This design comes from an exercise in tuning for a short achievable clock period and few clock cycles on the open sky130 flow, not from production work.
Function was checked by simulation only, so behaviour that the tests miss may differ from the original.
Power figures rest on the tool's default switching activity, not on a simulated workload.

== before ==
// aes_noc_feeder
module aes_noc_feeder (
  input  logic         clk,
  input  logic         reset,
  input  logic         key_wr_en,
  input  logic [4:0]   key_wr_addr,
  input  logic [63:0]  key_wr_data,
  input  logic         key_load,
  input  logic [127:0] iv_data,
  input  logic         iv_load,
  input  logic         pt_valid,
  output logic         pt_ready,
  input  logic [127:0] pt_data,
  output logic         ct_valid,
  input  logic         ct_ready,
  output logic [127:0] ct_data,
  output logic [63:0]  noc_tx_lo,
  output logic [7:0]   noc_tx_cmd,
  output logic         noc_tx_valid,
  input  logic         noc_tx_rdy,
  input  logic [63:0]  noc_rx_lo,
  input  logic [7:0]   noc_rx_cmd,
  input  logic         noc_rx_valid,
  output logic         noc_rx_rdy,
  output logic         busy,
  output logic         timeout,
  output logic [15:0]  blocks_done
);
==> flow/config.mk <==
export PLATFORM = sky130hd
export DESIGN_NAME = aes_noc_feeder
export DESIGN_NICKNAME = aes_noc_feeder
export VERILOG_FILES = /design/flow/design.v
export SDC_FILE = /design/flow/constraint.sdc
export NUM_CORES = 4
export LEC_CHECK = 0
export CAP_MARGIN = 20
export CORE_MARGIN = 2
export CORE_UTILIZATION = 55
export SETUP_SLACK_MARGIN = 3.0
export SLEW_MARGIN = 20
==> flow/constraint.sdc <==
create_clock -name core_clock -period 5.5 [get_ports {clk}]
set_input_delay 1.1000 -clock core_clock [delete_from_list [all_inputs] [get_ports {clk}]]
set_output_delay 1.1000 -clock core_clock [all_outputs]
set_load 0.01 [all_outputs]
standard.sh (not shown) runs the stock make flow with config.mk's settings and CLKGATE_MAP_FILE= SYNTH_SCRIPT=/design/flow/synth_recipe.tcl, a recipe that flattens the netlist after the stock synthesis.
==> flow/flow/run.sh <==
#!/bin/bash
# The standard layout, except that after floorplan flow/cones.tcl rebuilds the gates
# that drive pt_ready, noc_tx_valid and ct_valid (see flow/cones_spec.tcl), and the pins of
# the response/handshake signals those gates join are placed side by side.
set -euo pipefail
export POST_FLOORPLAN_TCL="$PWD/flow/cones.tcl"
export PLACE_PINS_ARGS='-group_pins {noc_rx_valid noc_rx_cmd[0] noc_rx_cmd[1] noc_rx_cmd[2] noc_rx_cmd[3] noc_rx_cmd[4] noc_rx_cmd[5] noc_rx_cmd[6] noc_rx_cmd[7] ct_ready noc_tx_rdy pt_ready noc_tx_valid ct_valid}'
bash standard.sh > "$PWD/standard.log" 2>&1
Other scripts of this flow, unchanged in this note and not shown: flow/flow/cones.tcl, flow/flow/cones_spec.tcl
Testbench counts of before, summed over its fixed seeds: cycles 2,880.
#### Input delta (after over before)
==> flow/flow/run.sh <==
#!/bin/bash
# The standard layout, except that after floorplan flow/cones.tcl rebuilds the gates
# that drive pt_ready, noc_tx_valid and ct_valid (see flow/cones_spec.tcl), and the pins of
# the response/handshake signals those gates join are placed side by side; after detailed
# placement flow/near.tcl moves those gates beside their output buffers.
set -euo pipefail
export POST_FLOORPLAN_TCL="$PWD/flow/cones.tcl"
export POST_DETAIL_PLACE_TCL="$PWD/flow/near.tcl"
export PLACE_PINS_ARGS='-group_pins {noc_rx_valid noc_rx_cmd[0] noc_rx_cmd[1] noc_rx_cmd[2] noc_rx_cmd[3] noc_rx_cmd[4] noc_rx_cmd[5] noc_rx_cmd[6] noc_rx_cmd[7] ct_ready noc_tx_rdy pt_ready noc_tx_valid ct_valid}'
bash standard.sh > "$PWD/standard.log" 2>&1
==> flow/flow/near.tcl (new file) <==
# After detailed placement: put the gates that flow/cones.tcl built for each output port
# beside that port's output buffer, so the long wire to them is driven by the input
# buffers rather than by the last gate, then legalize again.
set near_block [ord::get_db_block]
foreach port {pt_ready noc_tx_valid ct_valid} {
  set net [$near_block findNet $port]
  set buf ""
  foreach it [$net getITerms] { if {[$it isOutputSignal]} { set buf [$it getInst] } }
  if {$buf == ""} { continue }
  set loc [$buf getLocation]
  foreach suffix {y ca cb cc ld st} {
    set inst [$near_block findInst "cone_${port}_$suffix"]
    if {$inst == "NULL" || $inst == ""} { continue }
    $inst setLocation [lindex $loc 0] [lindex $loc 1]
    puts "near.tcl: [$inst getName] to $loc"
  }
}
detailed_placement
check_placement

# Likewise the registers that drive noc_tx_lo and noc_tx_cmd: beside their output buffers.
set near_moved 0
foreach bt [$near_block getBTerms] {
  set pname [$bt getName]
  if {![string match "noc_tx_lo*" $pname] && ![string match "noc_tx_cmd*" $pname]} { continue }
  set net [$bt getNet]
  set buf ""
  foreach it [$net getITerms] { if {[$it isOutputSignal]} { set buf [$it getInst] } }
  if {$buf == ""} { continue }
  set a [$buf findITerm A]
  if {$a == "NULL" || $a == ""} { continue }
  set inet [$a getNet]
  foreach it [$inet getITerms] {
    if {![$it isOutputSignal]} { continue }
    set drv [$it getInst]
    if {[regexp {fxtp} [[$drv getMaster] getName]]} {
      set loc [$buf getLocation]
      $drv setLocation [lindex $loc 0] [lindex $loc 1]
      incr near_moved
    }
  }
}
puts "near.tcl: moved $near_moved registers beside their output buffers"
detailed_placement
check_placement
## What came out
Of the two values seen for kind of critical path, reg -> out was produced by before and reg -> reg by after. Measured against each other, before and after differ in met2 routed wirelength, the lower figure coming from before. Compared with before, after shows post-route cell area higher by 3.1%. before reached the end of the flow, and the finished layout is clean on the timing, DRC and antenna checks. after finished all stages; the layout is clean. Global-route wire length before repair: lower on before. Reported for before and after, overall die area turned out identical to the last digit. Compared to before, after has power density over cell area 0.34% higher. Compared with before, the router placed more vias in after.

==> what the ideal ports hide <==
The results above use ideal ports. As a check the final layouts listed here were re-extracted and re-timed, cells and wires unchanged. Step 1 assumes that a clkbuf_16 drives the clock port and a buf_2 every other input. Step 2 times the ports against the registers' clock, not the clock port: input delays grow and output delays shrink by t, the midpoint of the rising clock arrivals with the driver on. a / b / c = ideal / step 1 / step 2; a / b = the first two.
| run | t, ns | setup WS [ns] | worst setup path after step 2 | slew at the worst register clock pin (ns) |
|---|---|---|---|---|
| before | 0.926 | 2.626 / 2.532 / 1.906 | input to register | 0.07 / 0.07 |
| after | 0.919 | 2.644 / 2.591 / 1.811 | input to register | 0.07 / 0.07 |
After both steps every run listed still meets setup and hold. For after, which loses most, drivers alone change the setup slack by -0.053 ns; drivers and shift together by -0.833 ns.
